Background: an optimization exercise with open tools, aiming at small area, a short achievable clock period and few clock cycles per item. Do not read the settings as production practice.
In this exercise RTL edits were held to simulation tests only and were not proved equivalent to the original.

before:
## rational_arith_gcd_reduce_top
module rational_arith_gcd_reduce_top (
  input  logic               clk,
  input  logic               rst,
  input  logic               operands_valid,
  output logic               operands_ready,
  input  logic [1:0]         operands_command,
  input  logic signed [15:0] operands_left_num,
  input  logic        [14:0] operands_left_den,
  input  logic signed [15:0] operands_right_num,
  input  logic        [14:0] operands_right_den,
  output logic               result_valid,
  input  logic               result_ready,
  output logic signed [31:0] result_result_num,
  output logic        [30:0] result_result_den,
  output logic               result_status
);
Size in the first run: roughly 4100 cells after synthesis, ~130 I/O pins, roughly 32000 µm² of cells after synthesis.
==> flow/config.mk <==
export PLATFORM = sky130hd
export DESIGN_NAME = rational_arith_gcd_reduce_top
export DESIGN_NICKNAME = rational_arith_gcd_reduce_top
export VERILOG_FILES = /design/flow/design.v
export SDC_FILE = /design/flow/constraint.sdc
export NUM_CORES = 4
export LEC_CHECK = 0
export CAP_MARGIN = 20
export CORE_MARGIN = 2
export CORE_UTILIZATION = 55
export PLACE_DENSITY = 0.65
export SETUP_SLACK_MARGIN = 5
export SLEW_MARGIN = 20
==> flow/constraint.sdc <==
create_clock -name core_clock -period 9.0 [get_ports {clk}]
set_input_delay 1.8000 -clock core_clock [delete_from_list [all_inputs] [get_ports {clk}]]
set_output_delay 1.8000 -clock core_clock [all_outputs]
set_load 0.01 [all_outputs]
run.sh (not shown) runs the stock make flow with config.mk's settings and CLKGATE_MAP_FILE= SYNTH_SCRIPT=/design/flow/synth_recipe.tcl, a recipe that flattens the netlist after the stock synthesis.
before finished end to end and its layout was clean on timing, DRC and antenna.
Testbench counts of before, summed over its fixed seeds: cycles 38,964, items 2,400.
Setup changes, before to after
--- a/flow/design.v
+++ b/flow/design.v
@@ -1175,25 +1175,26 @@
   output logic               operands_ready,
   input  logic [1:0]         operands_command,
   input  logic signed [15:0] operands_left_num,
   input  logic        [14:0] operands_left_den,
   input  logic signed [15:0] operands_right_num,
   input  logic        [14:0] operands_right_den,
   output logic               result_valid,
   input  logic               result_ready,
   output logic signed [31:0] result_result_num,
   output logic        [30:0] result_result_den,
   output logic               result_status
 );
-  localparam int K = 4;
+  localparam int K = 8;
+  localparam int KC = 4;
   typedef enum logic [2:0] {
     S_IDLE, S_M0, S_M1, S_M2, S_M3, S_GCD, S_OUT
   } state_t;
   state_t state;
   state_t state_n;
   logic   pending;     
   logic   pending_n;
   logic   p1;          
   logic   p1_n;
   logic [1:0]  cmd;
   logic [14:0] bd;
   logic [14:0] mo;
@@ -1227,73 +1228,75 @@
   logic        uv_eq;
   assign s1 = {1'b0, u} - {1'b0, v};
   assign gt = !s1[31];
   always_comb begin
     logic [31:0] m;
     m = {1'b0, u ^ v};
     for (int s = 1; s < 32; s = s * 2) m = m | (m << s);
     dm    = m[29:0] << 1;
     uv_eq = !m[30];
   end
   assign dmag   = s1[30:0] ^ (gt ? 31'd0 : dm);
   assign u_zero = (u == '0);
-  function automatic logic [2:0] tz(input logic [K-1:0] x);
-    tz = 3'(K);
+  function automatic logic [3:0] tz(input logic [K-1:0] x);
+    tz = 4'(K);
     for (int i = K - 1; i >= 0; i--) begin
-      if (x[i]) tz = 3'(i);
+      if (x[i]) tz = 4'(i);
     end
   endfunction
   logic st_both_even;
   logic st_swap;
   logic st_vstrip;
   logic st_sub;
   assign st_both_even = !u[0] && !v[0];
   assign st_swap      = !u[0] && v[0];
   assign st_vstrip    = u[0] && !v[0];
   assign st_sub       = u[0] && v[0];
-  logic [1:0] ks;   
+  logic [2:0] ks;   
+  logic [1:0] kc;   
+  assign kc = 2'(tz({{(K-KC){1'b1}}, u[KC-1:0] | v[KC-1:0]}) - 4'd1);
   always_comb begin
     if (st_sub) begin
-      ks = 2'(tz(s1[K-1:0]) - 3'd1);
+      ks = 3'(tz(s1[K-1:0]) - 4'd1);
     end else if (st_vstrip) begin
-      ks = 2'(tz(v[K-1:0]) - 3'd1);
+      ks = 3'(tz(v[K-1:0]) - 4'd1);
     end else if (st_swap) begin
-      ks = 2'(tz(u[K-1:0]) - 3'd1);
+      ks = 3'(tz(u[K-1:0]) - 4'd1);
     end else begin
-      ks = 2'd0;
+      ks = {1'b0, kc};
     end
   end
   logic [30:0]        vsrc;
   logic signed [31:0] bsrc0;
   logic [29:0]        bsrc1;
   logic [30:0]        v_step;
   logic signed [31:0] b0_step;
   logic [29:0]        b1_step;
   logic [30:0]        u_step;
   always_comb begin
     if (st_sub) begin
       vsrc  = dmag;
       bsrc0 = gt ? a0 : b0;
       bsrc1 = gt ? a1 : b1;
       u_step = gt ? v : u;
     end else if (st_swap) begin
       vsrc  = u;
       bsrc0 = a0;
       bsrc1 = a1;
       u_step = v;
     end else begin
       vsrc  = v;
       bsrc0 = b0;
       bsrc1 = b1;
-      u_step = st_both_even ? (u >> 1) : u;
+      u_step = st_both_even ? ((u >> 1) >> kc) : u;
     end
   end
   assign v_step  = (vsrc >> 1) >> ks;
   assign b0_step = (bsrc0 <<< 1) <<< ks;
   assign b1_step = (bsrc1 << 1) << ks;
   logic gcd_done;
   assign gcd_done = uv_eq;
   logic den_zero;
   logic n_zero;
   logic early;
   assign den_zero = ((ps ^ pc) == 31'((ps | pc) << 1));
   assign n_zero   = in_m2 ? u_zero : (same ? (u_zero && uv_eq) : uv_eq);
- after: full flow OK, the timing, DRC and antenna checks passed
- When the final numbers for before and after were put side by side, the synthesized cell count turned out to be smaller in before.
- after ended with more post-placement cell area than before.
- Of after and before, it is after that has the higher final estimated routing congestion in global placement.
- | cell area after synthesis | after vs before | 5.6% higher |
- Delta(register share of the cell area, after - before) < 0
- Worst setup slack on after is behind before.
- Cmp after vs before: relative area change from synthesis to final layout higher in after
Testbench counts of after, summed over its fixed seeds: cycles 35,492, items 2,400.

==> static timing again, ports no longer ideal <==
In the flow no input, the clock included, has a driving cell. The finished layouts below were timed again as built, in two steps. Step 1, drivers: a clkbuf_16 drives clk and a buf_2 each remaining input, both assumed. Step 2 times the ports against the registers' clock, not the clock port: input delays grow and output delays shrink by t, the midpoint of the rising clock arrivals with the driver on. Slacks: no drivers / after step 1 / after step 2; pairs: no drivers / after step 1.
run	shift t [ns]	slack for setup (ns)	worst data-port slew with drivers (ns)
before	0.615	5.007 / 5.007 / 4.611	0.04
after	0.642	4.837 / 4.837 / 4.579	0.06
After both steps every run listed still meets setup and hold. For before, which loses most, drivers alone change the setup slack by 0.000 ns; drivers and shift together by -0.396 ns.
